This design comes from an exercise in tuning for small area on the open sky130 flow, not from production work. Function was checked by simulation only, so behaviour that the tests miss may differ from the original. Power figures rest on the tool's default switching activity, not on a simulated workload.

$ cat constraint.sdc
create_clock -name core_clock -period 12.5 [get_ports {clk_i}]
set_input_delay 2.5000 -clock core_clock [delete_from_list [all_inputs] [get_ports {clk_i}]]
set_output_delay 2.5000 -clock core_clock [all_outputs]
set_load 0.01 [all_outputs]
$ cat standard.sh
#!/bin/bash
# synth_recipe.tcl (not shown) runs the flow's synth.tcl, then flattens the netlist and writes it again
# the make line also repeats each setting of config.mk as NAME=value (left out here)
make -C /OpenROAD-flow-scripts/flow DESIGN_CONFIG=/design/flow/config.mk WORK_HOME=/design/flow/orfs CLKGATE_MAP_FILE= SYNTH_SCRIPT=/design/flow/synth_recipe.tcl "${@:-finish}"
$ cat design.v
`timescale 1ns/1ps
`default_nettype none
module raster_position (
    input  logic        clk_i,
    input  logic        rst_i,
    input  logic        cen_i,           
    input  logic [1:0]  blank_i,         
    output logic [10:0] pos_x_o,
    output logic [10:0] pos_y_o,
    output logic        frame_start_o    
);
    logic        hblank_q;    
    logic        vblank_q;    
    logic [10:0] x_q;
    logic [10:0] y_q;
    logic        h_fall;      
    logic        h_rise;      
    logic        v_fall;      
    assign h_fall = hblank_q & ~blank_i[0];
    assign h_rise = ~hblank_q & blank_i[0];
    assign v_fall = vblank_q & ~blank_i[1];
    function automatic logic [10:0] inc(input logic [10:0] a, input logic ci);
        logic c;
        c = ci;
        for (int i = 0; i < 11; i++) begin
            inc[i] = a[i] ^ c;
            c      = a[i] & c;
        end
    endfunction
    logic x_inc;
    logic x_clr;
    logic y_inc;
    logic y_clr;
    assign x_inc = cen_i && !blank_i[0];
    assign x_clr = rst_i || (cen_i && h_fall);
    assign y_inc = cen_i && h_rise;
    assign y_clr = rst_i || (cen_i && v_fall);    
    always_ff @(posedge clk_i) begin
        if (rst_i) begin
            hblank_q <= 1'b0;
            vblank_q <= 1'b0;
        end else if (cen_i) begin
            hblank_q <= blank_i[0];
            vblank_q <= blank_i[1];
        end
        x_q <= x_clr ? 11'd0 : inc(x_q, x_inc);
        y_q <= y_clr ? 11'd0 : inc(y_q, y_inc);
    end
    assign pos_x_o       = x_q;
    assign pos_y_o       = y_q;
    assign frame_start_o = v_fall;   
endmodule
`default_nettype wire
`timescale 1ns/1ps
`default_nettype none
module snowflake_field (
    input  logic        clk_i,
    input  logic        rst_i,
    input  logic        cen_i,
    input  logic        frame_start_i,
    input  logic [10:0] pos_x_i,
    input  logic [10:0] pos_y_i,
    output logic        hit_o,
    output logic [23:0] rgb_o
);
    localparam int NS = 8;                    
    logic [NS-1:0][10:0] fx;                  
    logic [NS-1:0][10:0] fy;
    logic [12-1:0] hit;              
    function automatic logic [14:0] rsub(input logic [13:0] a, input logic [13:0] b);
        logic        c;
        logic [13:0] d;
        c = 1'b1;
        for (int i = 0; i < 14; i++) begin
            d[i] = a[i] ^ ~b[i] ^ c;
            c    = (a[i] & ~b[i]) | (c & (a[i] ^ ~b[i]));
        end
        rsub = {c, d};
    endfunction
    function automatic logic ge(input logic [13:0] a, input logic [13:0] b);
        logic [14:0] t;
        t  = rsub(a, b);
        ge = t[14];
    endfunction
    function automatic logic [14:0] radd(input logic [13:0] a, input logic [13:0] b);
        logic        c;
        logic [13:0] d;
        c = 1'b0;
        for (int i = 0; i < 14; i++) begin
            d[i] = a[i] ^ b[i] ^ c;
            c    = (a[i] & b[i]) | (c & (a[i] ^ b[i]));
        end
        radd = {c, d};
    endfunction
    function automatic logic [2:0] mag(input logic [3:0] d);
        logic [2:0] n;
        n   = ~d[2:0];                          
        mag = d[3] ? {n[2] ^ (n[1] & n[0]), n[1] ^ n[0], ~n[0]} : d[2:0];
    endfunction
    function automatic logic star(input logic [3:0] dx, input logic [3:0] dy);
        logic [2:0] ax;
        logic [2:0] ay;
        ax   = mag(dx);
        ay   = mag(dy);
        star = (dx != 4'b1000) && (dy != 4'b1000) &&
               (ax[2:1] == 2'b00 || ay[2:1] == 2'b00 || ax == ay);
    endfunction
    function automatic logic [4:0] win(input logic [11:0] d, input int c);
        logic [11:0] lo;
        logic [11:0] hi;
        logic [14:0] t;
        lo  = 12'(c - 8) ^ 12'h800;             
        hi  = 12'(c + 7) ^ 12'h800;
        t   = rsub({10'd0, d[3:0]}, 14'(c & 15));
        win = {ge({2'b0, d ^ 12'h800}, {2'b0, lo}) && ge({2'b0, hi}, {2'b0, d ^ 12'h800}), t[3:0]};
    endfunction
    logic adv;                                  
    logic p3;                                   
    assign adv = cen_i && frame_start_i;
    for (genvar j = 0; j < NS; j++) begin : g_flake
        localparam int S  = j + 1;              
        localparam int X0 = (j * 160) % 1920;
        localparam int Y0 = (j * 90) % 1080;
        if (j == 0 || j == 2 || j == 4 || j == 6) begin : g_st
            logic        wrap;                  
            logic        xw;                    
            logic [13:0] y_add;
            logic [13:0] x_add;
            logic [14:0] y_sum;
            logic [14:0] x_sum;
            logic [10:0] y_nx;
            logic [10:0] xq;
            assign wrap  = adv && ge({3'b0, fy[j]}, 14'(1080 - S));
            assign xw    = ge({3'b0, fx[j]}, 14'(1920 - 137));
            assign y_add = adv ? 14'(S) : 14'd0;
            assign x_add = wrap ? (xw ? 14'(137 + 2048 - 1920) :
                                        14'(137)) : 14'd0;
            assign y_sum = radd({3'b0, fy[j]}, y_add);
            assign x_sum = radd({3'b0, fx[j]}, x_add);
            assign y_nx  = wrap ? 11'd0 : y_sum[10:0];
            if (j == 7) begin : g_y8
                logic [10:3] yh;
                logic        odd;
                always_ff @(posedge clk_i) begin
                    if (rst_i) begin
                        yh  <= 8'(Y0 >> 3);
                        odd <= 1'b1;
                    end else begin
                        yh  <= y_nx[10:3];
                        odd <= y_nx[1];
                    end
                end
                assign fy[j] = {yh, odd, odd, 1'b0};
            end else begin : g_y
                logic [10:0] yh;
                always_ff @(posedge clk_i) begin
                    if (rst_i) yh <= 11'(Y0);
                    else       yh <= y_nx;
                end
                assign fy[j] = yh;
            end
            always_ff @(posedge clk_i) begin
                if (rst_i) xq <= 11'(X0);
                else       xq <= x_sum[10:0];
            end
            assign fx[j] = xq;
        end else begin : g_der
            localparam int P  = (j == 5) ? 2 : (j == 7) ? 3 : 0;   
            localparam int M  = (j == 3) ? 4 : 2;           
            localparam int SH = (j == 3) ? 2 : 1;           
            localparam int K  = (j == 3) ? 268 : (j == 7) ? 88 : 90;
            localparam int C  = (j == 3) ? 480 : 160;
            logic [3:0]  th;                    
            logic [13:0] ky;                    
            logic [13:0] cx;                    
            logic [14:0] y_sum;
            logic [14:0] x_sum;
            logic [4:0]  hs;                    
            logic [3:0]  hm;
            for (genvar k = 1; k <= 4; k++) begin : g_q
                if ((M * 1079 + K) >= 1080 * k) begin : g_t
                    assign th[k-1] = ge({3'b0, fy[P]}, 14'((1080 * k - K + M - 1) / M));
                end else begin : g_n
                    assign th[k-1] = 1'b0;
                end
            end
            always_comb begin
                if      (th[3]) begin ky = 14'(K - 4320); cx = 14'(C + 548); end
                else if (th[2]) begin ky = 14'(K - 3240); cx = 14'(C + 411); end
                else if (th[1]) begin ky = 14'(K - 2160); cx = 14'(C + 274); end
                else if (th[0]) begin ky = 14'(K - 1080); cx = 14'(C + 137); end
                else            begin ky = 14'(K);        cx = 14'(C);       end
                if (j == 3) ky[1] = p3;         
                if (j == 7 && p3) ky = th[0] ? 14'(84 - 1080) : 14'd90;
            end
            assign y_sum = radd(14'(fy[P]) << SH, ky);
            assign x_sum = radd(14'(fx[P]) << SH, cx);
            logic [14:0] hsum;
            logic [14:0] hinc;
            assign hsum  = radd(14'(x_sum[13:11]), 14'(x_sum[10:7]));
            assign hs    = hsum[4:0];
            assign hinc  = radd(14'(hs), 14'd1);   
            assign hm    = ge(14'(hs), 14'd15) ? hinc[3:0] : hs[3:0];
            assign fy[j] = y_sum[10:0];
            assign fx[j] = {hm, x_sum[6:0]};
        end
    end
    always_ff @(posedge clk_i) begin
        if (rst_i)                                    p3 <= 1'b1;
        else if (adv && fy[0] == 11'd202) p3 <= 1'b0;
    end
    for (genvar j = 0; j < NS; j++) begin : g_draw
        logic [11:0] ddx;                       
        logic [11:0] ddy;                       
        logic [4:0]  wx;
        logic [4:0]  wy;
        assign ddx    = 12'(rsub({3'b0, pos_x_i}, {3'b0, fx[j]}));
        assign ddy    = 12'(rsub({3'b0, pos_y_i}, {3'b0, fy[j]}));
        assign wx     = win(ddx, 0);
        assign wy     = win(ddy, 0);
        assign hit[j] = wx[4] && wy[4] && star(wx[3:0], wy[3:0]);
        if (j < 4) begin : g_twin               
            logic       lo;                     
            logic       xw;                     
            logic       odd;                    
            logic [4:0] vx;
            logic [4:0] vy;
            assign lo  = ~ge({3'b0, fy[j]}, 14'd360);
            assign xw  = lo ? ge({3'b0, fx[j]}, 14'd640) : ge({3'b0, fx[j]}, 14'd503);
            assign odd = (j == 3) && p3;
            assign vx  = lo ? (xw ? win(ddx, -640) : win(ddx, 1280)) :
                              (xw ? win(ddx, -503) : win(ddx, 1417));
            assign vy  = lo ? win(ddy, 720) : odd ? win(ddy, -362) : win(ddy, -360);
            assign hit[j+8] = vx[4] && vy[4] && star(vx[3:0], vy[3:0]);
        end
    end
    assign hit_o = |hit;
    assign rgb_o = hit_o ? 24'(24'hFF_FF_FF) : 24'(24'h00_00_00);
endmodule
`default_nettype wire
`timescale 1ns/1ps
`default_nettype none
module character_sprites (
    input  logic [10:0] pos_x_i,
    input  logic [10:0] pos_y_i,
    output logic        hit_o,
    output logic [23:0] rgb_o
);
    function automatic logic ge(input logic [10:0] a, input logic [10:0] b);
        logic c;
        c = 1'b1;
        for (int i = 0; i < 11; i++) begin
            c = (a[i] & ~b[i]) | (c & ~(a[i] ^ b[i]));
        end
        ge = c;
    endfunction
    function automatic logic [5:0] sub6(input logic [5:0] a, input logic [5:0] b);
        logic c;
        c = 1'b1;
        for (int i = 0; i < 6; i++) begin
            sub6[i] = a[i] ^ ~b[i] ^ c;
            c       = (a[i] & ~b[i]) | (c & ~(a[i] ^ b[i]));
        end
    endfunction
    function automatic logic [7:0] sub8(input logic [7:0] a, input logic [7:0] b);
        logic c;
        c = 1'b1;
        for (int i = 0; i < 8; i++) begin
            sub8[i] = a[i] ^ ~b[i] ^ c;
            c       = (a[i] & ~b[i]) | (c & ~(a[i] ^ b[i]));
        end
    endfunction
    function automatic logic run_hit(input logic [10:0] row, input logic [5:0] rx);
        logic [4:0] m;                        
        logic [4:0] t;
        m       = rx[4:0] ^ {5{rx[5]}};
        t       = rx[5] ? row[4:0] : row[9:5];
        run_hit = row[10] && ge({6'd0, t}, {6'd0, m});
    endfunction
    function automatic logic ghost_run(input logic [6:0] row, input logic [5:0] rx);
        logic [4:0] m;
        m         = rx[4:0] ^ {5{rx[5]}};
        ghost_run = row[6] && ge({6'd0, row[4:0]}, {6'd0, m}) &&
                    (!rx[5] || row[5] || m != row[4:0]);
    endfunction
    function automatic logic [6:0] ghost_row(input logic [5:0] ry);
        case (ry)
            6'd40: ghost_row = {1'b1, 1'b0, 5'd6};   
            6'd41: ghost_row = {1'b1, 1'b0, 5'd8};   
            6'd42: ghost_row = {1'b1, 1'b0, 5'd10};   
            6'd43: ghost_row = {1'b1, 1'b0, 5'd11};   
            6'd44: ghost_row = {1'b1, 1'b0, 5'd13};   
            6'd45: ghost_row = {1'b1, 1'b0, 5'd14};   
            6'd46: ghost_row = {1'b1, 1'b0, 5'd15};   
            6'd47: ghost_row = {1'b1, 1'b0, 5'd15};   
            6'd48: ghost_row = {1'b1, 1'b0, 5'd16};   
            6'd49: ghost_row = {1'b1, 1'b0, 5'd17};   
            6'd50: ghost_row = {1'b1, 1'b0, 5'd17};   
            6'd51: ghost_row = {1'b1, 1'b0, 5'd18};   
            6'd52: ghost_row = {1'b1, 1'b0, 5'd18};   
            6'd53: ghost_row = {1'b1, 1'b0, 5'd19};   
            6'd54: ghost_row = {1'b1, 1'b0, 5'd19};   
            6'd55: ghost_row = {1'b1, 1'b0, 5'd19};   
            6'd56: ghost_row = {1'b1, 1'b0, 5'd19};   
            6'd57: ghost_row = {1'b1, 1'b0, 5'd19};   
            6'd58: ghost_row = {1'b1, 1'b0, 5'd19};   
            6'd59: ghost_row = {1'b1, 1'b0, 5'd20};   
            6'd60: ghost_row = {1'b1, 1'b0, 5'd20};   
            6'd61: ghost_row = {1'b1, 1'b0, 5'd20};   
            6'd62: ghost_row = {1'b1, 1'b0, 5'd20};   
            6'd63: ghost_row = {1'b1, 1'b0, 5'd20};   
            6'd0: ghost_row = {1'b1, 1'b0, 5'd20};   
            6'd1: ghost_row = {1'b1, 1'b0, 5'd20};   
            6'd2: ghost_row = {1'b1, 1'b0, 5'd20};   
            6'd3: ghost_row = {1'b1, 1'b0, 5'd20};   
            6'd4: ghost_row = {1'b1, 1'b0, 5'd20};   
            6'd5: ghost_row = {1'b1, 1'b0, 5'd20};   
            6'd6: ghost_row = {1'b1, 1'b0, 5'd20};   
            6'd7: ghost_row = {1'b1, 1'b0, 5'd20};   
            6'd8: ghost_row = {1'b1, 1'b0, 5'd20};   
            6'd9: ghost_row = {1'b1, 1'b0, 5'd20};   
            6'd10: ghost_row = {1'b1, 1'b0, 5'd20};   
            6'd11: ghost_row = {1'b1, 1'b0, 5'd20};   
            6'd12: ghost_row = {1'b1, 1'b0, 5'd20};   
            6'd13: ghost_row = {1'b1, 1'b0, 5'd20};   
            6'd14: ghost_row = {1'b1, 1'b0, 5'd20};   
            6'd15: ghost_row = {1'b1, 1'b0, 5'd20};   
            6'd16: ghost_row = {1'b1, 1'b0, 5'd20};   
            6'd17: ghost_row = {1'b1, 1'b0, 5'd20};   
            6'd18: ghost_row = {1'b1, 1'b0, 5'd20};   
            6'd19: ghost_row = {1'b1, 1'b0, 5'd20};   
            6'd20: ghost_row = {1'b1, 1'b1, 5'd19};   
            6'd21: ghost_row = {1'b1, 1'b1, 5'd19};   
            6'd22: ghost_row = {1'b1, 1'b1, 5'd11};   
            6'd23: ghost_row = {1'b1, 1'b1, 5'd11};   
            6'd24: ghost_row = {1'b1, 1'b1, 5'd3};   
            default: ghost_row = '0;
        endcase
    endfunction
    function automatic logic [10:0] pac_row(input logic [4:0] ay);
        case (ay)
            5'd0: pac_row = {1'b1, 5'd0, 5'd28};
            5'd1: pac_row = {1'b1, 5'd1, 5'd28};
            5'd2: pac_row = {1'b1, 5'd2, 5'd28};
            5'd3: pac_row = {1'b1, 5'd4, 5'd28};
            5'd4: pac_row = {1'b1, 5'd5, 5'd28};
            5'd5: pac_row = {1'b1, 5'd7, 5'd28};
            5'd6: pac_row = {1'b1, 5'd8, 5'd28};
            5'd7: pac_row = {1'b1, 5'd9, 5'd28};
            5'd8: pac_row = {1'b1, 5'd11, 5'd27};
            5'd9: pac_row = {1'b1, 5'd12, 5'd27};
            5'd10: pac_row = {1'b1, 5'd14, 5'd27};
            5'd11: pac_row = {1'b1, 5'd15, 5'd26};
            5'd12: pac_row = {1'b1, 5'd17, 5'd26};
            5'd13: pac_row = {1'b1, 5'd18, 5'd26};
            5'd14: pac_row = {1'b1, 5'd19, 5'd25};
            5'd15: pac_row = {1'b1, 5'd21, 5'd24};
            5'd16: pac_row = {1'b1, 5'd22, 5'd24};
            5'd17: pac_row = {1'b1, 5'd24, 5'd23};
            5'd18: pac_row = {1'b1, 5'd23, 5'd22};
            5'd19: pac_row = {1'b1, 5'd23, 5'd22};
            5'd20: pac_row = {1'b1, 5'd22, 5'd21};
            5'd21: pac_row = {1'b1, 5'd21, 5'd20};
            5'd22: pac_row = {1'b1, 5'd20, 5'd19};
            5'd23: pac_row = {1'b1, 5'd19, 5'd18};
            5'd24: pac_row = {1'b1, 5'd17, 5'd16};
            5'd25: pac_row = {1'b1, 5'd16, 5'd15};
            5'd26: pac_row = {1'b1, 5'd14, 5'd13};
            5'd27: pac_row = {1'b1, 5'd13, 5'd12};
            5'd28: pac_row = {1'b1, 5'd10, 5'd9};
            5'd29: pac_row = {1'b1, 5'd7, 5'd6};
            default: pac_row = '0;
        endcase
    endfunction
    logic                   g_blk;      
    logic                   g_xin;      
    logic [7:0]             g_rx7;
    logic [5:0]             g_rx;       
    logic [5:0]             g_ry;
    logic [4:0]             g_m;
    logic [7:0]             g_c;        
    logic                   g_yin;
    logic                   g_hit;
    logic                   g_eye;
    logic                   g_pupil;
    logic [23:0]            g_col;
    logic [5:0]             p_rx;
    logic [5:0]             p_ry;
    logic [5:0]             p_ay;
    logic                   p_in;
    logic                   pac_hit;
    always_comb begin
        g_col = '0;
        g_blk = 1'b1;
        g_col = '0;
        g_c   = '0;
        case (pos_x_i[10:7])
            4'd1:    begin g_c = 8'(150 - 128);  g_col = 24'hFF_B0_FF; end
            4'd4:    begin g_c = 8'(550 - 512);  g_col = 24'hFF_00_00; end
            4'd7:    begin g_c = 8'(960 - 896);  g_col = 24'h00_80_FF; end
            4'd9:    begin g_c = 8'(1180 - 1152); g_col = 24'h00_FF_00; end
            4'd12:   begin g_c = 8'(1650 - 1536); g_col = 24'h80_00_FF; end
            4'd13:   begin g_c = 8'(1650 - 1664); g_col = 24'h80_00_FF; end
            default: g_blk = 1'b0;
        endcase
        g_rx7 = sub8({1'b0, pos_x_i[6:0]}, g_c);
        g_rx  = g_rx7[5:0];
        g_xin = g_blk && ge({3'd0, ~g_rx7[7], g_rx7[6:0]}, 11'(128 - 20)) &&
                ge(11'(128 + 20), {3'd0, ~g_rx7[7], g_rx7[6:0]});
        g_ry  = sub6(pos_y_i[5:0], 6'(150));
        g_yin = ge(pos_y_i, 11'(150 - 25)) &&
                ge(11'(150 + 25), pos_y_i);
        g_hit = g_xin && g_yin && ghost_run(ghost_row(g_ry), g_rx);
        g_m   = g_rx[4:0] ^ {5{g_rx[5]}};
        g_eye   = ge({6'd0, g_m}, g_rx[5] ? 11'd5 : 11'd6) &&
                  ge(g_rx[5] ? 11'd11 : 11'd12, {6'd0, g_m}) &&
                  ge({5'd0, ~g_ry[5], g_ry[4:0]}, 11'(32 - 10)) &&
                  ge(11'(32 - 4), {5'd0, ~g_ry[5], g_ry[4:0]});
        g_pupil = ge({6'd0, g_m}, g_rx[5] ? 11'd7 : 11'd8) &&
                  ge(g_rx[5] ? 11'd9 : 11'd10, {6'd0, g_m}) &&
                  ge({5'd0, ~g_ry[5], g_ry[4:0]}, 11'(32 - 8)) &&
                  ge(11'(32 - 6), {5'd0, ~g_ry[5], g_ry[4:0]});
        p_in    = ge(pos_x_i, 11'(960 - 32)) && ge(11'(960 + 31), pos_x_i) &&
                  ge(pos_y_i, 11'(250 - 31)) && ge(11'(250 + 31), pos_y_i);
        p_rx    = sub6(pos_x_i[5:0], 6'(960));
        p_ry    = sub6(pos_y_i[5:0], 6'(250));
        p_ay    = p_ry[5] ? sub6(6'd0, p_ry) : p_ry;     
        pac_hit = p_in && run_hit(pac_row(p_ay[4:0]), p_rx);
        if (pac_hit) begin
            hit_o = 1'b1;
            rgb_o = 24'hFF_FF_00;
        end else if (g_hit) begin
            hit_o = 1'b1;
            rgb_o = g_pupil ? 24'h00_00_00 : g_eye ? 24'hFF_FF_FF : g_col;
        end else begin
            hit_o = 1'b0;
            rgb_o = '0;
        end
    end
endmodule
`default_nettype wire
`timescale 1ns/1ps
`default_nettype none
module layer_compositor (
    input  logic        clk_i,
    input  logic        rst_i,
    input  logic        cen_i,
    input  logic [2:0]  sync_i,
    input  logic        char_hit_i,
    input  logic [23:0] char_rgb_i,
    input  logic        flake_hit_i,
    input  logic [23:0] flake_rgb_i,
    output logic [23:0] rgb_o,
    output logic [2:0]  sync_o
);
    logic [23:0] rgb_d;
    logic [23:0] rgb_q;
    logic [2:0]  sync_q;
    always_comb begin
        if (flake_hit_i) begin
            rgb_d = flake_rgb_i;          
        end else if (char_hit_i) begin
            rgb_d = char_rgb_i;           
        end else begin
            rgb_d = 24'h00_00_00;
        end
    end
    always_ff @(posedge clk_i) begin
        if (rst_i) begin
            rgb_q  <= '0;
            sync_q <= '0;
        end else if (cen_i) begin
            rgb_q  <= rgb_d;
            sync_q <= sync_i;             
        end
    end
    assign rgb_o  = rgb_q;
    assign sync_o = sync_q;
endmodule
`default_nettype wire
`timescale 1ns/1ps
`default_nettype none
module snow_overlay_top (
    input  logic        clk_i,
    input  logic        rst_i,
    input  logic        cen_i,      
    input  logic [1:0]  blank_i,    
    input  logic [2:0]  sync_i,     
    output logic [23:0] rgb_o,      
    output logic [2:0]  sync_o      
);
    logic [10:0] pos_x;
    logic [10:0] pos_y;
    logic        frame_start;
    logic        flake_hit;
    logic [23:0] flake_rgb;
    logic        char_hit;
    logic [23:0] char_rgb;
    raster_position u_raster (
        .clk_i         (clk_i),
        .rst_i         (rst_i),
        .cen_i         (cen_i),
        .blank_i       (blank_i),
        .pos_x_o       (pos_x),
        .pos_y_o       (pos_y),
        .frame_start_o (frame_start)
    );
    snowflake_field u_snow (
        .clk_i         (clk_i),
        .rst_i         (rst_i),
        .cen_i         (cen_i),
        .frame_start_i (frame_start),
        .pos_x_i       (pos_x),
        .pos_y_i       (pos_y),
        .hit_o         (flake_hit),
        .rgb_o         (flake_rgb)
    );
    character_sprites u_chars (
        .pos_x_i (pos_x),
        .pos_y_i (pos_y),
        .hit_o   (char_hit),
        .rgb_o   (char_rgb)
    );
    layer_compositor u_comp (
        .clk_i       (clk_i),
        .rst_i       (rst_i),
        .cen_i       (cen_i),
        .sync_i      (sync_i),
        .char_hit_i  (char_hit),
        .char_rgb_i  (char_rgb),
        .flake_hit_i (flake_hit),
        .flake_rgb_i (flake_rgb),
        .rgb_o       (rgb_o),
        .sync_o      (sync_o)
    );
endmodule
`default_nettype wire
$ cat flow/run.sh
#!/bin/bash
# Own layout flow: the standard synthesis, then the combinational logic between the
# (unchanged) flip-flops is re-mapped with a stronger ABC script, then the standard layout
# from floorplan to finish. Each tool's output goes to a log file of its own here.
set -euo pipefail
W=$(pwd)
F=$W/flow
YOSYS=${YOSYS_EXE:-/OpenROAD-flow-scripts/tools/install/yosys/bin/yosys}
[[ -x $YOSYS ]] || YOSYS=yosys

# 1. Standard synthesis (the standard flow's own script, unchanged)
bash standard.sh synth > "$W/synth_std.log" 2>&1
R=$(dirname "$(ls "$W"/orfs/results/*/snow_overlay_top/base/1_2_yosys.v | head -n 1)")
cp "$R/1_2_yosys.v" "$W/netlist_std.v"

# 2. Re-map the gates between the flip-flops
RESYN_LIB=$FLOW_HOME/platforms/$FLOW_PLATFORM/lib/sky130_fd_sc_hd__tt_025C_1v80.lib \
RESYN_NETLIST=$W/netlist_std.v RESYN_TOP=$FLOW_TOP RESYN_SCRIPT=$F/resyn.abc \
RESYN_STAT=$W/resyn_stat.txt RESYN_OUT=$W/netlist_resyn.v \
  "$YOSYS" -c "$F/resyn.tcl" > "$W/resyn.log" 2>&1
cp "$W/netlist_resyn.v" "$R/1_2_yosys.v"
rm -f "$R/1_synth.odb" "$R/1_synth.sdc"

# 3. Standard layout on the new netlist. Ports get the smallest buffer; the clock tree uses
# mid-size buffers without dummy loads.
bash standard.sh \
  "BUFFER_PORTS_ARGS=-buffer_cell sky130_fd_sc_hd__buf_1" \
  "CTS_ARGS=-sink_clustering_enable -repair_clock_nets -buf_list sky130_fd_sc_hd__clkbuf_8 -dont_use_dummy_load" \
  "GPL_TIMING_DRIVEN=0" "REMOVE_ABC_BUFFERS=1" finish > "$W/layout.log" 2>&1
$ cat flow/resyn.tcl
# Re-optimises the combinational logic of the standard synthesis's netlist with a stronger ABC
# script. Every flip-flop stays as the same instance, name and cell; only the gates between them
# are remapped. Reads and writes the netlist named by $::env(RESYN_NETLIST).
yosys -import
set lib $::env(RESYN_LIB)
set keep {sky130_fd_sc_hd__dfxtp_1 sky130_fd_sc_hd__dfxtp_2 sky130_fd_sc_hd__dfxtp_4 sky130_fd_sc_hd__conb_1}
set dont_use {sky130_fd_sc_hd__probe_p_8 sky130_fd_sc_hd__probec_p_8 sky130_fd_sc_hd__lpflow_bleeder_1 sky130_fd_sc_hd__lpflow_clkbufkapwr_1 sky130_fd_sc_hd__lpflow_clkbufkapwr_16 sky130_fd_sc_hd__lpflow_clkbufkapwr_2 sky130_fd_sc_hd__lpflow_clkbufkapwr_4 sky130_fd_sc_hd__lpflow_clkbufkapwr_8 sky130_fd_sc_hd__lpflow_clkinvkapwr_1 sky130_fd_sc_hd__lpflow_clkinvkapwr_16 sky130_fd_sc_hd__lpflow_clkinvkapwr_2 sky130_fd_sc_hd__lpflow_clkinvkapwr_4 sky130_fd_sc_hd__lpflow_clkinvkapwr_8 sky130_fd_sc_hd__lpflow_decapkapwr_12 sky130_fd_sc_hd__lpflow_decapkapwr_3 sky130_fd_sc_hd__lpflow_decapkapwr_4 sky130_fd_sc_hd__lpflow_decapkapwr_6 sky130_fd_sc_hd__lpflow_decapkapwr_8 sky130_fd_sc_hd__lpflow_inputiso0n_1 sky130_fd_sc_hd__lpflow_inputiso0p_1 sky130_fd_sc_hd__lpflow_inputiso1n_1 sky130_fd_sc_hd__lpflow_inputiso1p_1 sky130_fd_sc_hd__lpflow_inputisolatch_1 sky130_fd_sc_hd__lpflow_isobufsrc_1 sky130_fd_sc_hd__lpflow_isobufsrc_16 sky130_fd_sc_hd__lpflow_isobufsrc_2 sky130_fd_sc_hd__lpflow_isobufsrc_4 sky130_fd_sc_hd__lpflow_isobufsrc_8 sky130_fd_sc_hd__lpflow_isobufsrckapwr_16 sky130_fd_sc_hd__lpflow_lsbuf_lh_hl_isowell_tap_1 sky130_fd_sc_hd__lpflow_lsbuf_lh_hl_isowell_tap_2 sky130_fd_sc_hd__lpflow_lsbuf_lh_hl_isowell_tap_4 sky130_fd_sc_hd__lpflow_lsbuf_lh_isowell_4 sky130_fd_sc_hd__lpflow_lsbuf_lh_isowell_tap_1 sky130_fd_sc_hd__lpflow_lsbuf_lh_isowell_tap_2 sky130_fd_sc_hd__lpflow_lsbuf_lh_isowell_tap_4 }
read_liberty -ignore_miss_func $lib
read_verilog $::env(RESYN_NETLIST)
hierarchy -top $::env(RESYN_TOP)
foreach c $keep { catch { setattr -mod -set keep_hierarchy 1 $c } }
flatten
foreach c $keep { catch { blackbox $c } }
opt_clean -purge
set du_args {}
foreach c $dont_use { lappend du_args -dont_use $c }
abc -liberty $lib {*}$du_args -script $::env(RESYN_SCRIPT)
opt_clean -purge
splitnets
opt_clean -purge
hilomap -singleton -hicell sky130_fd_sc_hd__conb_1 HI -locell sky130_fd_sc_hd__conb_1 LO
insbuf -buf sky130_fd_sc_hd__buf_4 A X
tee -o $::env(RESYN_STAT) stat -liberty $lib
select $::env(RESYN_TOP)
write_verilog -noattr -nohex -nodec -selected $::env(RESYN_OUT)
$ cat flow/resyn.abc
strash
&get -n
&deepsyn -T 120
&put
dch -f
amap -F 4 -A 10 -m
topo
dnsize -c
$ cat config.mk
export PLATFORM = sky130hd
export DESIGN_NAME = snow_overlay_top
export DESIGN_NICKNAME = snow_overlay_top
export VERILOG_FILES = /design/flow/design.v
export SDC_FILE = /design/flow/constraint.sdc
export NUM_CORES = 4
export LEC_CHECK = 0
export ABC_AREA = 1
export CAP_MARGIN = 0
export CORE_MARGIN = 2
export CORE_UTILIZATION = 65
export PLACE_DENSITY = 0.75
export SLEW_MARGIN = 0
==> impl_metrics.ini, run 1 <==
[run_status]
status = complete, no violations

[worst_setup_path]
r2r_cells = 62
cp_max_fo = 12
critPathSlowestCell = dfxtp_1
critPathBufInv = 5
crit_top_cell = nor2_1
worst-endpoint-arrival_ns = 11.77
critPathLaunchType = register
path_depth = 62
critPathTopFamily = compound AO/OA/AOI/OAI gates
setup.worst_path.end_class = register
crit_required_ns = 12.90
critical_path_class = reg2reg
critPathMaxStageDelay_ns = 0.58

[grt]
grt_use_total_pct = 41.4
antenna_found_initial = 0
grt_pass1_wl_microns = 81800
grt_pass1_vias = 17369
grt_max_degree = 44
overflow = 0

[clock_tree]
clk_latency_ns = 0.49
cts_tree = done
cts.sinks = 122
cts_htree_levels = 4
cts.clk_slew.worst_paths_ns = 0.07
root_buffer = clkbuf_8
clk_path_buf_depth = 2
numCtsBuffers = 17

[timing]
rsz0062_at_grt = no
fmax_mhz = 88.0
fin_tns_setup_ns = 0
slew_headroom_pct = 18.7
setup_violations = 0
finalHoldViolations = 0
period_needed_ns = 11.37
post-route-period-util_pct = 91.0
worstMarginPinSlew_ns = 1.21
setup_ws_ns = 1.13
finalMaxSlewViolations = 0
fin_worst_skew_ns = 0.0387

[min_path]
hold_path.class = reg2reg
holdPathStages = 1

[cells_and_area]
multi_input_area_sq_um = 11400
diodes = 0
fillCellCount = 2117
nets = 2668
layout-drive-gt1-share_pct = 1.17
area_growth_pct = 3.88
regArea_sq_um = 2440

[synthesis]
syn_inst = 2631
avgSynthCellArea_sq_um = 5.69
synth_area_sq_um = 15000
ys.warnings.count = 4

[route]
wire_per_inst_microns = 17.5
detail-route-antenna-nets = 0
drt-initial-drc-count = 1885
routed_wl_microns = 51400
via_count = 19767
route.detailed.drc = 0
dr.pass1.iters = 10
post_drt_via_cell_ratio = 6.72

[die]
die_y_microns = 156
die_area_sq_um = 24300
pin_count = 35
die_w_microns = 156
core-area_sq_um = 22600
rows = 55
start_util_pct = 66.2

[placed_design]
place_ws_ns = 0.823
port_buffers = 34
place_hpwl_microns = 38400
routabilityCongestion = 1.00

[pwr]
ir_drop_v = 0.0000524
p_per_area_nw_per_um2 = 53.9
power_leakage_nw = 5.42

[flow_run]
cap_violations = 0
## state kept, by name, indices dropped and copies added (netlist names)
register,count
u_comp.rgb_q,6
u_raster.hblank_q,1
u_raster.vblank_q,1
u_raster.x_q,11
u_snow.p3,1
u_snow.g_flake.g_st.xq,44
u_raster.y_q,11
u_snow.g_flake.g_st.g_y.yh,44
u_comp.sync_q,3
## power by group
group	total [mW]	internal, mW	switching, mW
combinational	0.144	0.0462	0.0976
sequential	0.403	0.394	0.00925
clock	0.291	0.120	0.171
total	0.838	0.560	0.278
## per-layer routing
| layer | vias to the layer above | wire length [microns] | GRT usage (%) |
|---|---|---|---|
| met5 | - | 0 | 0 |
| met4 | 0 | 4060 | 29.2 |
| met3 | 269 | 4830 | 6.25 |
| met2 | 1055 | 22900 | 69.0 |
| met1 | 8673 | 19500 | 48.9 |
| li1 | 9770 | - | - |
## cell type report
cell class	count	area share (%)
clock buffers	17	1.50
inverters	266	6.45
multi-input cells	2216	73.1
flip-flops and latches	122	15.7
well taps	285	2.29
repair buffers	37	0.957
## cells in the final DEF (no fill, tap or decap), types with 17 or more instances in the layout
| cell | n |
|---|---|
| nor2_1 | 616 |
| a21oi_1 | 365 |
| clkinv_1 | 264 |
| o21ai_0 | 261 |
| nand2_1 | 238 |
| o22ai_1 | 221 |
| dfxtp_1 | 122 |
| nor3_1 | 67 |
| a21o_1 | 54 |
| a211oi_1 | 39 |
| a31oi_1 | 34 |
| buf_1 | 33 |
| nor4_1 | 28 |
| o21a_1 | 26 |
| nand3_1 | 25 |
| o211ai_1 | 22 |
| a22oi_1 | 18 |
| clkbuf_8 | 17 |
## stage by stage
step | power [mW] | area [sq um] | instances | util (%) | hold slack [ns]
after global routing | 0.865 | 15600 | 2943 | 68.7 | 0.515
after floorplan | 0.512 | 14800 | 2604 | - | 0.459
after CTS | 0.830 | 15500 | 2942 | 68.6 | 0.498
after detailed placement | 0.551 | 15300 | 2925 | 67.5 | 0.483
after global placement | 0.547 | 15300 | 2923 | 67.4 | 0.467
final | 0.838 | 15600 | 2943 | 68.7 | 0.500
## path summary, 6_finish.rpt
path,start,slack [ns],end
hold / removal,u_snow.g_flake[4].g_st.xq[3]$_SDFF_PP0_,0.50,u_snow.g_flake[4].g_st.xq[3]$_SDFF_PP0_
setup / recovery,u_snow.g_flake[0].g_st.g_y.yh[0]$_SDFF_PP0_,1.13,u_comp.rgb_q[15]$_SDFFE_PP0P_
setup reg to reg,u_snow.g_flake[0].g_st.g_y.yh[0]$_SDFF_PP0_,1.13,u_comp.rgb_q[15]$_SDFFE_PP0P_
hold reg to reg,u_snow.g_flake[4].g_st.xq[3]$_SDFF_PP0_,0.50,u_snow.g_flake[4].g_st.xq[3]$_SDFF_PP0_
## what timing repair did
action	in CTS	in global routing
setup buffers	0	1
hold buffers	0	0
setup endpoints to repair	0	6
gates resized for setup	0	6
==> inputs of run 2 (changes only) <==
--- a/config.mk
+++ b/config.mk
@@ -8,6 +8,5 @@
 export ABC_AREA = 1
 export CAP_MARGIN = 0
 export CORE_MARGIN = 2
-export CORE_UTILIZATION = 65
-export PLACE_DENSITY = 0.75
+export CORE_UTILIZATION = 40
 export SLEW_MARGIN = 0
==> impl_metrics.ini, run 2 <==
[die]
rows = 70
pin_count = 35
die_w_microns = 198
die_y_microns = 198
start_util_pct = 40.7
core-area_sq_um = 36800
die_area_sq_um = 39000

[synthesis]
syn_inst = 2631
ys.warnings.count = 4
avgSynthCellArea_sq_um = 5.69
synth_area_sq_um = 15000

[min_path]
worstHoldEndpoint = u_raster.vblank_q$_SDFFE_PP0P_
hp-start = u_raster.vblank_q$_SDFFE_PP0P_
hold_path.class = reg2reg
holdPathStages = 2

[timing]
finalHoldViolations = 0
setup_violations = 0
worstMarginPinSlew_ns = 1.43
fin_worst_skew_ns = 0.0348
fin_tns_setup_ns = 0
holdWs_ns = 0.488
post-route-period-util_pct = 91.6
fmax_mhz = 87.4
finalMaxSlewViolations = 0
slew_headroom_pct = 3.65
rsz0062_at_grt = no
period_needed_ns = 11.45

[clock_tree]
clk_latency_ns = 0.50
cts_tree = done
cts.clk_slew.worst_paths_ns = 0.09
cts.sinks = 122
cts_hold_buffers = 0
cts_htree_levels = 4
clk_path_buf_depth = 2
numCtsBuffers = 17
root_buffer = clkbuf_8
cts_setup_buffers = 0

[pwr]
power_leakage_nw = 5.41
p_per_area_nw_per_um2 = 52.3
ir_drop_v = 0.0000714

[grt]
grt_util_met1_pct = 32.8
antenna_found_initial = 0
use_met2_pct = 47.0
grt_util_met3_pct = 3.41
grt_pass1_wl_microns = 83500
overflow = 0
grt_use_total_pct = 26.7
top_usage_layer = met2
grt_max_degree = 44
grt_pass1_vias = 16843

[worst_setup_path]
critPathLaunchType = register
critical_path_class = reg2reg
critPathSlowestCell = dfxtp_1
rrSetupSlack_ns = 1.05
crit_top_cell = nor2_1
timing.rr.end = u_comp.rgb_q[15]$_SDFFE_PP0P_
worst-endpoint-arrival_ns = 11.90
r2r_cells = 62
worstReg2RegStart = u_snow.g_flake[0].g_st.g_y.yh[0]$_SDFF_PP0_
setup.worst_path.end_class = register
critPathMaxStageDelay_ns = 0.58
cp_max_fo = 12
crit_required_ns = 12.95

[flow_run]
cap_violations = 0

[cells_and_area]
final_cell_mix = nor2_1 (615), a21oi_1 (366), clkinv_1 (264)
nets = 2667
area_growth_pct = 5.31
regArea_sq_um = 2440
diodes = 0
fillCellCount = 3979
layout-drive-gt1-share_pct = 1.09
reg_top3 = u_snow.g_flake.g_st.g_y.yh x44, u_snow.g_flake.g_st.xq x44
mostFrequentLayoutCell = nor2_1
layoutNonFillerInstCount = 3125
multi_input_area_sq_um = 11400

[route]
post_drt_via_cell_ratio = 6.16
detail-route-antenna-nets = 0
via_count = 19247
drt-initial-drc-count = 1420
dr.pass1.iters = 5
route.detailed.drc = 0
routed_wl_microns = 53000
wire_per_inst_microns = 17.0

[run_status]
status = complete, no violations

[placed_design]
port_buffers = 34
placed_cells = 3108
routabilityCongestion = 0.973
place_hpwl_microns = 41000
## run 2: power by group
| part | internal [mW] | total (mW) | switching, mW |
|---|---|---|---|
| Combinational | 0.0462 | 0.144 | 0.0983 |
| Sequential | 0.394 | 0.404 | 0.00984 |
| Clock | 0.119 | 0.276 | 0.157 |
## run 2: layer usage
metal,vias up,wire (microns)
met4,0,1960
li1,9764,-
met2,667,25000
met5,-,0
met3,116,3550
met1,8700,22500
## run 2: how the worst max path moves through the flow
| stage | slack [ns] | depth (start not counted) | endpoint | start |
|---|---|---|---|---|
| after CTS | 0.47 | 60 | u_comp.rgb_q[15]$_SDFFE_PP0P_ | u_snow.g_flake[0].g_st.g_y.yh[0]$_SDFF_PP0_ |
| after floorplan | 3.38 | 62 | u_comp.rgb_q[15]$_SDFFE_PP0P_ | u_snow.g_flake[0].g_st.g_y.yh[6]$_SDFF_PP0_ |
| final | 1.05 | 62 | u_comp.rgb_q[15]$_SDFFE_PP0P_ | u_snow.g_flake[0].g_st.g_y.yh[0]$_SDFF_PP0_ |
| after global placement | 0.03 | 58 | u_comp.rgb_q[15]$_SDFFE_PP0P_ | u_snow.g_flake[0].g_st.g_y.yh[6]$_SDFF_PP0_ |
| after detailed placement | 0.51 | 60 | u_comp.rgb_q[15]$_SDFFE_PP0P_ | u_snow.g_flake[0].g_st.g_y.yh[0]$_SDFF_PP0_ |
| after global routing | 0.03 | 63 | u_comp.rgb_q[15]$_SDFFE_PP0P_ | u_snow.g_flake[0].g_st.g_y.yh[0]$_SDFF_PP0_ |
## run 2: cell type report
class / instances / share of cell area [%]
Tap cell: 468 / 3.71
Sequential cell: 122 / 15.5
Inverter: 266 / 6.36
Clock buffer: 17 / 1.48
Timing Repair Buffer: 36 / 0.896
Multi-Input combinational cell: 2216 / 72.1
## run 2: critical path, delay by kind of cell, from the launching register on
family                 cells  cell delay, ns
flip-flops                 1            0.58
AND/OR/NAND/NOR           30            4.55
AO/OA/AOI/OAI             28            5.27
buffers and inverters      4            0.99
## run 2: what timing repair did
| item | 4_1_cts | 5_1_grt |
|---|---|---|
| hold endpoints to repair | 0 | 0 |
| gates resized for setup | 0 | 6 |
| setup endpoints to repair | 0 | 6 |
## run 2: through the flow
| stage | worst slack (ns) | instance area, sq um | total power [mW] | util [%] |
|---|---|---|---|---|
| after floorplan | 3.38 | 14800 | 0.512 | - |
| after global placement | 0.0259 | 15500 | 0.550 | 42.1 |
| after detailed placement | 0.506 | 15500 | 0.554 | 42.2 |
| after CTS | 0.466 | 15800 | 0.826 | 42.8 |
| after global routing | 0.0275 | 15800 | 0.859 | 42.9 |
| final | 1.05 | 15800 | 0.824 | 42.9 |
==> inputs of run 3 (changes only) <==
--- a/design.v
+++ b/design.v
@@ -130,6 +130,7 @@
             logic [14:0] x_sum;
             logic [10:0] y_nx;
             logic [10:0] xq;
+            logic [10:0] yq;
             assign wrap  = adv && ge({3'b0, fy[j]}, 14'(1080 - S));
             assign xw    = ge({3'b0, fx[j]}, 14'(1920 - 137));
             assign y_add = adv ? 14'(S) : 14'd0;
@@ -138,27 +139,11 @@
             assign y_sum = radd({3'b0, fy[j]}, y_add);
             assign x_sum = radd({3'b0, fx[j]}, x_add);
             assign y_nx  = wrap ? 11'd0 : y_sum[10:0];
-            if (j == 7) begin : g_y8
-                logic [10:3] yh;
-                logic        odd;
-                always_ff @(posedge clk_i) begin
-                    if (rst_i) begin
-                        yh  <= 8'(Y0 >> 3);
-                        odd <= 1'b1;
-                    end else begin
-                        yh  <= y_nx[10:3];
-                        odd <= y_nx[1];
-                    end
-                end
-                assign fy[j] = {yh, odd, odd, 1'b0};
-            end else begin : g_y
-                logic [10:0] yh;
-                always_ff @(posedge clk_i) begin
-                    if (rst_i) yh <= 11'(Y0);
-                    else       yh <= y_nx;
-                end
-                assign fy[j] = yh;
+            always_ff @(posedge clk_i) begin
+                if (rst_i) yq <= 11'(Y0);
+                else       yq <= y_nx;
             end
+            assign fy[j] = yq;
             always_ff @(posedge clk_i) begin
                 if (rst_i) xq <= 11'(X0);
                 else       xq <= x_sum[10:0];
@@ -374,7 +359,7 @@
     endfunction
     logic                   g_blk;      
     logic                   g_xin;      
-    logic [7:0]             g_rx7;
+    logic [7:0]             g_rxb;      
     logic [5:0]             g_rx;       
     logic [5:0]             g_ry;
     logic [4:0]             g_m;
@@ -390,7 +375,6 @@
     logic                   p_in;
     logic                   pac_hit;
     always_comb begin
-        g_col = '0;
         g_blk = 1'b1;
         g_col = '0;
         g_c   = '0;
@@ -403,10 +387,10 @@
             4'd13:   begin g_c = 8'(1650 - 1664); g_col = 24'h80_00_FF; end
             default: g_blk = 1'b0;
         endcase
-        g_rx7 = sub8({1'b0, pos_x_i[6:0]}, g_c);
-        g_rx  = g_rx7[5:0];
-        g_xin = g_blk && ge({3'd0, ~g_rx7[7], g_rx7[6:0]}, 11'(128 - 20)) &&
-                ge(11'(128 + 20), {3'd0, ~g_rx7[7], g_rx7[6:0]});
+        g_rxb = sub8({1'b0, pos_x_i[6:0]}, g_c);
+        g_rx  = g_rxb[5:0];
+        g_xin = g_blk && ge({3'd0, ~g_rxb[7], g_rxb[6:0]}, 11'(128 - 20)) &&
+                ge(11'(128 + 20), {3'd0, ~g_rxb[7], g_rxb[6:0]});
         g_ry  = sub6(pos_y_i[5:0], 6'(150));
         g_yin = ge(pos_y_i, 11'(150 - 25)) &&
                 ge(11'(150 + 25), pos_y_i);
==> impl_metrics.ini, run 3 <==
[run_status]
status = complete, no violations

[cells_and_area]
layout-drive-gt1-share_pct = 1.24
post-route-cell-area_sq_um = 15800
nets = 2671
mostFrequentLayoutCell = nor2_1
fillCellCount = 3999
final_util_pct = 43.0
diodes = 0
area_growth_pct = 5.52
reg_top3 = u_snow.g_flake.g_st.xq x44, u_snow.g_flake.g_st.yq x44
final_cell_mix = nor2_1 (616), a21oi_1 (365), clkinv_1 (264)
layoutNonFillerInstCount = 3129

[placed_design]
placed_area_sq_um = 15500
place_hpwl_microns = 40900
port_buffers = 34
routabilityCongestion = 0.964
placed_cells = 3108

[clock_tree]
cts_tree = done
cts_htree_levels = 4
cts.clk_slew.worst_paths_ns = 0.09
root_buffer = clkbuf_8
cts_hold_buffers = 0
cts.sinks = 122
clk_path_buf_depth = 2
numCtsBuffers = 17
clk_latency_ns = 0.49

[min_path]
hold_path.class = reg2reg

[synthesis]
ys.warnings.count = 4
synth_area_sq_um = 15000
avgSynthCellArea_sq_um = 5.69
syn_inst = 2631

[pwr]
p_per_area_nw_per_um2 = 51.9
power.switching_uw = 261
power_leakage_nw = 5.43
clock_power_share_pct = 33.3
p_sw_share_pct = 31.8
p_seq_share_pct = 49.2
power.internal_uw = 560
power.total_uw = 821
ir_drop_v = 0.0000597
power_frac_comb_pct = 17.5

[timing]
rsz0062_at_grt = no
fin_worst_skew_ns = 0.0359
worstMarginPinSlew_ns = 1.33
period_needed_ns = 11.43
slew_headroom_pct = 10.7
fmax_mhz = 87.5
finalMaxSlewViolations = 0
finalHoldViolations = 0
setup_violations = 0
post-route-period-util_pct = 91.4
fin_tns_setup_ns = 0

[route]
detail-route-antenna-nets = 0
wire_per_inst_microns = 16.6
post_drt_via_cell_ratio = 6.04
route.detailed.drc = 0
dr.pass1.iters = 5
drt-initial-drc-count = 1410
routed_wl_microns = 52000
via_count = 18897

[die]
start_util_pct = 40.7
rows = 70
pin_count = 35
die_y_microns = 198
core-area_sq_um = 36800
die_area_sq_um = 39000
die_w_microns = 198

[worst_setup_path]
critical_path_class = reg2reg
critPathSlowestCell = dfxtp_1
setup.worst_path.end_class = register
critPathMaxStageDelay_ns = 0.55
cp_max_fo = 10
worst-endpoint-arrival_ns = 11.86
critPathLaunchType = register
crit_top_cell = nor2_1
crit_required_ns = 12.93

[grt]
grt_pass1_wl_microns = 82300
grt_max_degree = 44
grt_pass1_vias = 16820
overflow = 0
grt_use_total_pct = 26.2
antenna_found_initial = 1

[flow_run]
cap_violations = 0
run 3: timing repair:
item                                    in CTS  in global routing
endpoints found under the hold margin        0                  0
resized for setup                            0                  6
setup buffers                                0                  4
endpoints found under the setup margin       0                  6
run 3: worst max-delay path, delay by kind of cell, from the launching register on:
kind | cells | cell delay (ns)
compound gates | 28 | 5.47
simple gates | 30 | 4.48
buf+inv | 4 | 0.85
flops | 1 | 0.55
run 3: per-stage QoR:
stage               hold WS, ns  setup slack, ns
floorplan                 0.459             3.38
global placement          0.468           0.0201
detailed placement        0.475            0.661
CTS                       0.490            0.641
global route              0.521            0.153
finish                    0.491             1.07
run 3: worst paths after layout:
path | startpoint | end | slack [ns] | cells after the start
worst min-delay path | u_raster.vblank_q$_SDFFE_PP0P_ | u_raster.vblank_q$_SDFFE_PP0P_ | 0.49 | 2
worst min register to register | u_raster.vblank_q$_SDFFE_PP0P_ | u_raster.vblank_q$_SDFFE_PP0P_ | 0.49 | 2
worst max-delay path | u_snow.g_flake[0].g_st.yq[0]$_SDFF_PP0_ | u_comp.rgb_q[15]$_SDFFE_PP0P_ | 1.07 | 62
worst max register to register | u_snow.g_flake[0].g_st.yq[0]$_SDFF_PP0_ | u_comp.rgb_q[15]$_SDFFE_PP0P_ | 1.07 | 62
run 3: final cells by class:
type	instances	area [sq um]	share of cell area, %
multi-input cells	2216	11400	71.9
flip-flops and latches	122	2440	15.5
inverters	266	1000	6.35
well taps	468	586	3.70
clock buffers	17	234	1.48
repair buffers	40	171	1.08
run 3: layer usage:
metal	global-route usage (%)	vias to the layer above	share of wire, %
met5	0	-	0.017
met4	13.5	2	4.9
met3	3.65	127	5.5
met2	45.4	543	46
met1	31.7	8423	43
li1	-	9802	-
run 3: power groups by stage:
stage / clock (mW) / combinational, mW / sequential, mW
2_1_floorplan: 0 / 0.0977 / 0.414
3_3_place_gp: 0 / 0.138 / 0.412
3_5_place_dp: 0 / 0.140 / 0.412
4_1_cts: 0.280 / 0.141 / 0.404
5_1_grt: 0.295 / 0.160 / 0.405
6_report: 0.273 / 0.144 / 0.404
==> inputs of run 4 (changes only) <==
--- a/design.v
+++ b/design.v
@@ -176,7 +176,7 @@
                 else if (th[0]) begin ky = 14'(K - 1080); cx = 14'(C + 137); end
                 else            begin ky = 14'(K);        cx = 14'(C);       end
                 if (j == 3) ky[1] = p3;         
-                if (j == 7 && p3) ky = th[0] ? 14'(84 - 1080) : 14'd90;
+                if (j == 7 && p3) ky = th[1] ? 14'(84 - 2160) : th[0] ? 14'(84 - 1080) : 14'd90;
             end
             assign y_sum = radd(14'(fy[P]) << SH, ky);
             assign x_sum = radd(14'(fx[P]) << SH, cx);
--- a/config.mk
+++ b/config.mk
@@ -6,7 +6,7 @@
 export NUM_CORES = 4
 export LEC_CHECK = 0
 export ABC_AREA = 1
-export CAP_MARGIN = 0
+export CAP_MARGIN = 20
 export CORE_MARGIN = 2
 export CORE_UTILIZATION = 40
-export SLEW_MARGIN = 0
+export SLEW_MARGIN = 20
==> impl_metrics.ini, run 4 <==
[cells_and_area]
nets = 2676
area_growth_pct = 5.63
post-route-cell-area_sq_um = 15800
multi_input_area_sq_um = 11300
regArea_sq_um = 2440
mostFrequentLayoutCell = nor2_1
final_cell_mix = nor2_1 (576), a21oi_1 (360), clkinv_1 (287)
fillCellCount = 4064
reg_top3 = u_snow.g_flake.g_st.xq x44, u_snow.g_flake.g_st.yq x44
layout-drive-gt1-share_pct = 1.28

[clock_tree]
cts_tree = done
root_buffer = clkbuf_8
clk_path_buf_depth = 2
cts.sinks = 122
numCtsBuffers = 17
cts_setup_buffers = 0
cts.clk_slew.worst_paths_ns = 0.10
clk_latency_ns = 0.52
cts_htree_levels = 4

[route]
dr.pass1.iters = 6
detail-route-antenna-nets = 0
post_drt_via_cell_ratio = 6.26
via_count = 19632
routed_wl_microns = 58800
route.detailed.drc = 0
drt-initial-drc-count = 1875
wire_per_inst_microns = 18.7

[pwr]
p_per_area_nw_per_um2 = 53.5
ir_drop_v = 0.0000699
power.switching_uw = 288
power_leakage_nw = 5.26
p_seq_share_pct = 47.7
clock_power_share_pct = 33.5
power_frac_comb_pct = 18.7
p_sw_share_pct = 33.9
power.internal_uw = 560
power.total_uw = 848

[flow_run]
cap_violations = 0

[die]
die_w_microns = 198
rows = 70
die_area_sq_um = 39100
start_util_pct = 40.8
pin_count = 35
core-area_sq_um = 36800
die_y_microns = 198

[timing]
setup_violations = 0
fmax_mhz = 88.5
post-route-period-util_pct = 90.4
fin_worst_skew_ns = 0.0440
rsz0062_at_grt = no
finalHoldViolations = 0
slew_headroom_pct = 12.2
worstMarginPinSlew_ns = 1.31
holdWs_ns = 0.460
period_needed_ns = 11.30
finalMaxSlewViolations = 0
fin_tns_setup_ns = 0

[min_path]
hold_path.class = reg2reg
hp-start = u_raster.hblank_q$_SDFFE_PP0P_

[grt]
overflow = 0
antenna_found_initial = 1
grt_pass1_vias = 17081
grt_max_degree = 31
grt_pass1_wl_microns = 91100
grt_use_total_pct = 29.8

[placed_design]
place_hpwl_microns = 44400
placed_area_sq_um = 15600
port_buffers = 34
routabilityCongestion = 0.970

[worst_setup_path]
critPathSlowestCell = dfxtp_1
cp_max_fo = 13
crit_required_ns = 12.92
critPathTopFamily = simple AND/OR/NAND/NOR gates
critPathBufInv = 6
critPathLaunchType = register
setup.worst_path.end_class = register
worst-endpoint-arrival_ns = 11.72
critPathMaxStageDelay_ns = 0.46
crit_top_cell = nor2_1
worstReg2RegStart = u_snow.g_flake[0].g_st.yq[0]$_SDFF_PP0_
critPathLaunch = u_snow.g_flake[0].g_st.yq[0]$_SDFF_PP0_
critical_path_class = reg2reg

[run_status]
status = complete, no violations

[synthesis]
syn_inst = 2637
ys.warnings.count = 4
synth_area_sq_um = 15000
avgSynthCellArea_sq_um = 5.69
-- run 4: final timing paths --
kind                                                  endpoint  slack [ns]  cells past startpoint
worst max-delay path             u_comp.rgb_q[23]$_SDFFE_PP0P_        1.20                     63
worst min-delay path            u_raster.hblank_q$_SDFFE_PP0P_        0.46                      2
worst max register to register   u_comp.rgb_q[23]$_SDFFE_PP0P_        1.20                     63
worst min register to register  u_raster.hblank_q$_SDFFE_PP0P_        0.46                      2
-- run 4: worst min-delay path, delay by kind of cell (launching register included) --
kind,cells,cell delay [ns]
compound gates,1,0.05
buf+inv,1,0.06
flops,1,0.31
-- run 4: power by group through the flow --
stage | clock (mW) | sequential [mW] | combinational, mW
6_report | 0.284 | 0.405 | 0.159
3_5_place_dp | 0 | 0.413 | 0.154
2_1_floorplan | 0 | 0.414 | 0.0983
5_1_grt | 0.302 | 0.405 | 0.174
4_1_cts | 0.286 | 0.405 | 0.155
3_3_place_gp | 0 | 0.413 | 0.151
-- run 4: layer usage --
layer  part of all wire [%]  wire length, microns  GRT usage [%]
met1                     43                 25300           38.2
met2                     44                 25600           48.0
met3                    7.9                  4640           4.90
met4                    5.5                  3210           15.8
met5                  0.022                    13              0
-- run 4: metrics by stage --
step | util (%) | std cells | setup slack, ns
after global placement | 42.2 | 3112 | 0.768
after global routing | 43.1 | 3134 | 0.0144
final | 43.1 | 3135 | 1.20
after detailed placement | 42.4 | 3117 | 0.883
after floorplan | - | 2610 | 3.48
after CTS | 43.0 | 3134 | 0.829
-- run 4: cell type report --
| class | instances | share of cell area, % |
|---|---|---|
| flip-flops and latches | 122 | 15.4 |
| inverters | 290 | 6.93 |
| diodes | 1 | 0.0158 |
| clock buffers | 17 | 1.48 |
| multi-input cells | 2198 | 71.3 |
| repair buffers | 39 | 1.18 |
| well taps | 468 | 3.70 |
-- run 4: repair_timing --
action / in CTS / in global routing
hold buffers: 0 / 0
setup endpoints to repair: 0 / 6
resized for setup: 0 / 8
==> inputs of run 5 (changes only) <==
--- a/design.v
+++ b/design.v
@@ -92,27 +92,17 @@
         end
         radd = {c, d};
     endfunction
-    function automatic logic [2:0] mag(input logic [3:0] d);
-        logic [2:0] n;
-        n   = ~d[2:0];                          
-        mag = d[3] ? {n[2] ^ (n[1] & n[0]), n[1] ^ n[0], ~n[0]} : d[2:0];
-    endfunction
-    function automatic logic star(input logic [3:0] dx, input logic [3:0] dy);
-        logic [2:0] ax;
-        logic [2:0] ay;
-        ax   = mag(dx);
-        ay   = mag(dy);
-        star = (dx != 4'b1000) && (dy != 4'b1000) &&
-               (ax[2:1] == 2'b00 || ay[2:1] == 2'b00 || ax == ay);
+    function automatic logic star(input logic [3:0] u, input logic [3:0] v);
+        logic [14:0] s;
+        s    = radd(14'(u), 14'(v));
+        star = (u != 4'hf) && (v != 4'hf) &&
+               (u == 4'd6 || u == 4'd7 || u == 4'd8 || v == 4'd6 || v == 4'd7 || v == 4'd8 ||
+                u == v || s[4:0] == 5'd14);
     endfunction
     function automatic logic [4:0] win(input logic [11:0] d, input int c);
-        logic [11:0] lo;
-        logic [11:0] hi;
         logic [14:0] t;
-        lo  = 12'(c - 8) ^ 12'h800;             
-        hi  = 12'(c + 7) ^ 12'h800;
-        t   = rsub({10'd0, d[3:0]}, 14'(c & 15));
-        win = {ge({2'b0, d ^ 12'h800}, {2'b0, lo}) && ge({2'b0, hi}, {2'b0, d ^ 12'h800}), t[3:0]};
+        t   = rsub({2'b0, d}, 14'(c));
+        win = {t[11:4] == 8'd0, t[3:0]};
     endfunction
     logic adv;                                  
     logic p3;                                   
@@ -194,13 +184,17 @@
         if (rst_i)                                    p3 <= 1'b1;
         else if (adv && fy[0] == 11'd202) p3 <= 1'b0;
     end
+    logic [14:0] x7;                            
+    logic [14:0] y7;
+    assign x7 = radd({3'b0, pos_x_i}, 14'd7);
+    assign y7 = radd({3'b0, pos_y_i}, 14'd7);
     for (genvar j = 0; j < NS; j++) begin : g_draw
         logic [11:0] ddx;                       
         logic [11:0] ddy;                       
         logic [4:0]  wx;
         logic [4:0]  wy;
-        assign ddx    = 12'(rsub({3'b0, pos_x_i}, {3'b0, fx[j]}));
-        assign ddy    = 12'(rsub({3'b0, pos_y_i}, {3'b0, fy[j]}));
+        assign ddx    = 12'(rsub({2'b0, x7[11:0]}, {3'b0, fx[j]}));
+        assign ddy    = 12'(rsub({2'b0, y7[11:0]}, {3'b0, fy[j]}));
         assign wx     = win(ddx, 0);
         assign wy     = win(ddy, 0);
         assign hit[j] = wx[4] && wy[4] && star(wx[3:0], wy[3:0]);
--- a/config.mk
+++ b/config.mk
@@ -9,4 +9,4 @@
 export CAP_MARGIN = 20
 export CORE_MARGIN = 2
 export CORE_UTILIZATION = 40
-export SLEW_MARGIN = 20
+export SLEW_MARGIN = 0
==> impl_metrics.ini, run 5 <==
[worst_setup_path]
critical_path_class = reg2reg
cp_max_fo = 9
worstReg2RegStart = u_snow.g_flake[0].g_st.yq[0]$_SDFF_PP0_
crit_required_ns = 12.90
rrSetupSlack_ns = 1.16
critPathLaunch = u_snow.g_flake[0].g_st.yq[0]$_SDFF_PP0_
setup.worst_path.end_class = register
critPathTopFamily = compound AO/OA/AOI/OAI gates
critPathMaxStageDelay_ns = 0.51
critPathBufInv = 9
critPathLaunchType = register
crit_top_cell = nor2_1
critPathSlowestCell = dfxtp_1
worst-endpoint-arrival_ns = 11.74

[clock_tree]
cts.sinks = 122
numCtsBuffers = 17
clk_latency_ns = 0.50
cts_hold_buffers = 0
cts_resized = 0
root_buffer = clkbuf_8
cts_setup_buffers = 0
clk_path_buf_depth = 2
cts_tree = done
cts.clk_slew.worst_paths_ns = 0.07
cts_htree_levels = 4

[cells_and_area]
area_growth_pct = 6.54
mostFrequentLayoutCell = nor2_1
final_cell_mix = nor2_1 (565), clkinv_1 (338), o21ai_0 (310)
reg_top3 = u_snow.g_flake.g_st.xq x44, u_snow.g_flake.g_st.yq x44
nets = 2673
layout-drive-gt1-share_pct = 1.73
fillCellCount = 4044
layoutNonFillerInstCount = 3132

[route]
routed.top_layer = met4
route.met2.wl_microns = 24500
detail-route-antenna-nets = 0
routed_wl_microns = 56600
wl_met3_microns = 5240
wire_per_inst_microns = 18.1
via_count = 19267
dr.pass1.iters = 6
post_drt_via_cell_ratio = 6.15
m1WireLength_microns = 24300
route.detailed.drc = 0
drt-initial-drc-count = 2142

[synthesis]
avgSynthCellArea_sq_um = 5.67
synth_area_sq_um = 14900
syn_inst = 2621
ys.warnings.count = 4

[grt]
grt_pass1_vias = 16745
grt_pass1_wl_microns = 88700
grt_use_total_pct = 28.9
antenna_found_initial = 0
overflow = 0
grt_max_degree = 40

[pwr]
power_leakage_nw = 5.30
p_sw_share_pct = 39.8
power_frac_comb_pct = 35.3
clock_power_share_pct = 26.2
p_seq_share_pct = 38.5
p_per_area_nw_per_um2 = 66.6
power.internal_uw = 635
ir_drop_v = 0.0000854
power.switching_uw = 420

[timing]
fin_worst_skew_ns = 0.0252
rsz0062_at_grt = no
fin_tns_setup_ns = 0
setup_violations = 0
post-route-period-util_pct = 90.7
finalMaxSlewViolations = 0
worstMarginPinSlew_ns = 1.21
finalHoldViolations = 0
period_needed_ns = 11.34
fmax_mhz = 88.2
slew_headroom_pct = 19.1

[run_status]
status = complete, no violations

[die]
start_util_pct = 40.6
core-area_sq_um = 36600
die_w_microns = 197
die_area_sq_um = 38700
die_y_microns = 197
pin_count = 35
rows = 70

[placed_design]
port_buffers = 34
routabilityCongestion = 0.979
place_hpwl_microns = 44200
placed_cells = 3114

[flow_run]
cap_violations = 0

[min_path]
hp-start = u_comp.rgb_q[15]$_SDFFE_PP0P_
hold_path.class = reg2reg
run 5: final timing paths:
path	endpoint	cells after the start
hold reg to reg	u_comp.rgb_q[15]$_SDFFE_PP0P_	2
hold / removal	u_comp.rgb_q[15]$_SDFFE_PP0P_	2
setup / recovery	u_comp.rgb_q[15]$_SDFFE_PP0P_	56
setup reg to reg	u_comp.rgb_q[15]$_SDFFE_PP0P_	56
run 5: area by class of cell:
type,instances,area (sq um),share of cell area (%)
timing repair buffer,52,323,2.04
tap,468,586,3.70
inverter,340,1280,8.08
multi-input combinational,2132,11000,69.3
antenna,1,2.50,0.0158
clock buffer,17,234,1.48
sequential,122,2440,15.4
run 5: stage by stage:
stage	setup slack, ns	hold WS, ns	utilization (%)	power [mW]	cell area (sq um)
global route	0.139	0.501	43.2	1.12	15800
detailed placement	0.957	0.471	42.6	0.776	15600
global placement	1.04	0.457	42.0	0.765	15400
CTS	0.877	0.484	43.2	1.05	15800
finish	1.16	0.483	43.2	1.05	15800
floorplan	3.84	0.447	-	0.676	14700
run 5: worst reg2reg max path, delay by kind of cell, from the launching register on:
kind / cells / cell delay (ns)
AOI/OAI and AO/OA: 27 / 5.19
buffers and inverters: 9 / 1.96
and+or+nand+nor: 20 / 3.59
DFF: 1 / 0.51
run 5: power groups by stage:
stage          Combinational, mW  Clock, mW  Sequential, mW
4_1_cts                    0.364      0.283           0.406
2_1_floorplan              0.260          0           0.416
5_1_grt                    0.413      0.297           0.407
6_report                   0.372      0.277           0.406
3_3_place_gp               0.351          0           0.414
3_5_place_dp               0.362          0           0.414
run 5: per-layer routing:
layer | vias up | global-route usage, %
li1 | 9635 | -
met1 | 8654 | 38.2
met2 | 842 | 46.0
met3 | 136 | 4.50
met4 | 0 | 14.2
met5 | - | 0

==> port drivers added, routing unchanged <==
The results above use ideal ports. As a check the final layouts listed here were re-extracted and re-timed, cells and wires unchanged. Step 1, drivers: a clkbuf_16 drives clk_i and a buf_2 each remaining input, both assumed. Step 2, shift: input delay + t, output delay - t, t = (earliest + latest rising clock arrival at the registers) / 2. This alone moves slack from input paths to output paths. Three values: ideal ports, drivers, drivers and shift; two values: the first two.
| run | shift t [ns] | setup slack, ns | slew at the worst register clock pin (ns) | worst data-port slew with drivers (ns) |
|---|---|---|---|---|
| run 1 | 0.514 | 1.130 / 1.130 / 1.130 | 0.11 / 0.11 | 0.03 |
| run 2 | 0.528 | 1.053 / 1.053 / 1.053 | 0.09 / 0.09 | 0.03 |
| run 3 | 0.524 | 1.069 / 1.069 / 1.069 | 0.09 / 0.09 | 0.03 |
| run 4 | 0.547 | 1.200 / 1.200 / 1.200 | 0.10 / 0.10 | 0.04 |
| run 5 | 0.531 | 1.162 / 1.162 / 1.162 | 0.09 / 0.09 | 0.03 |
After both steps setup and hold are still met in every run listed.
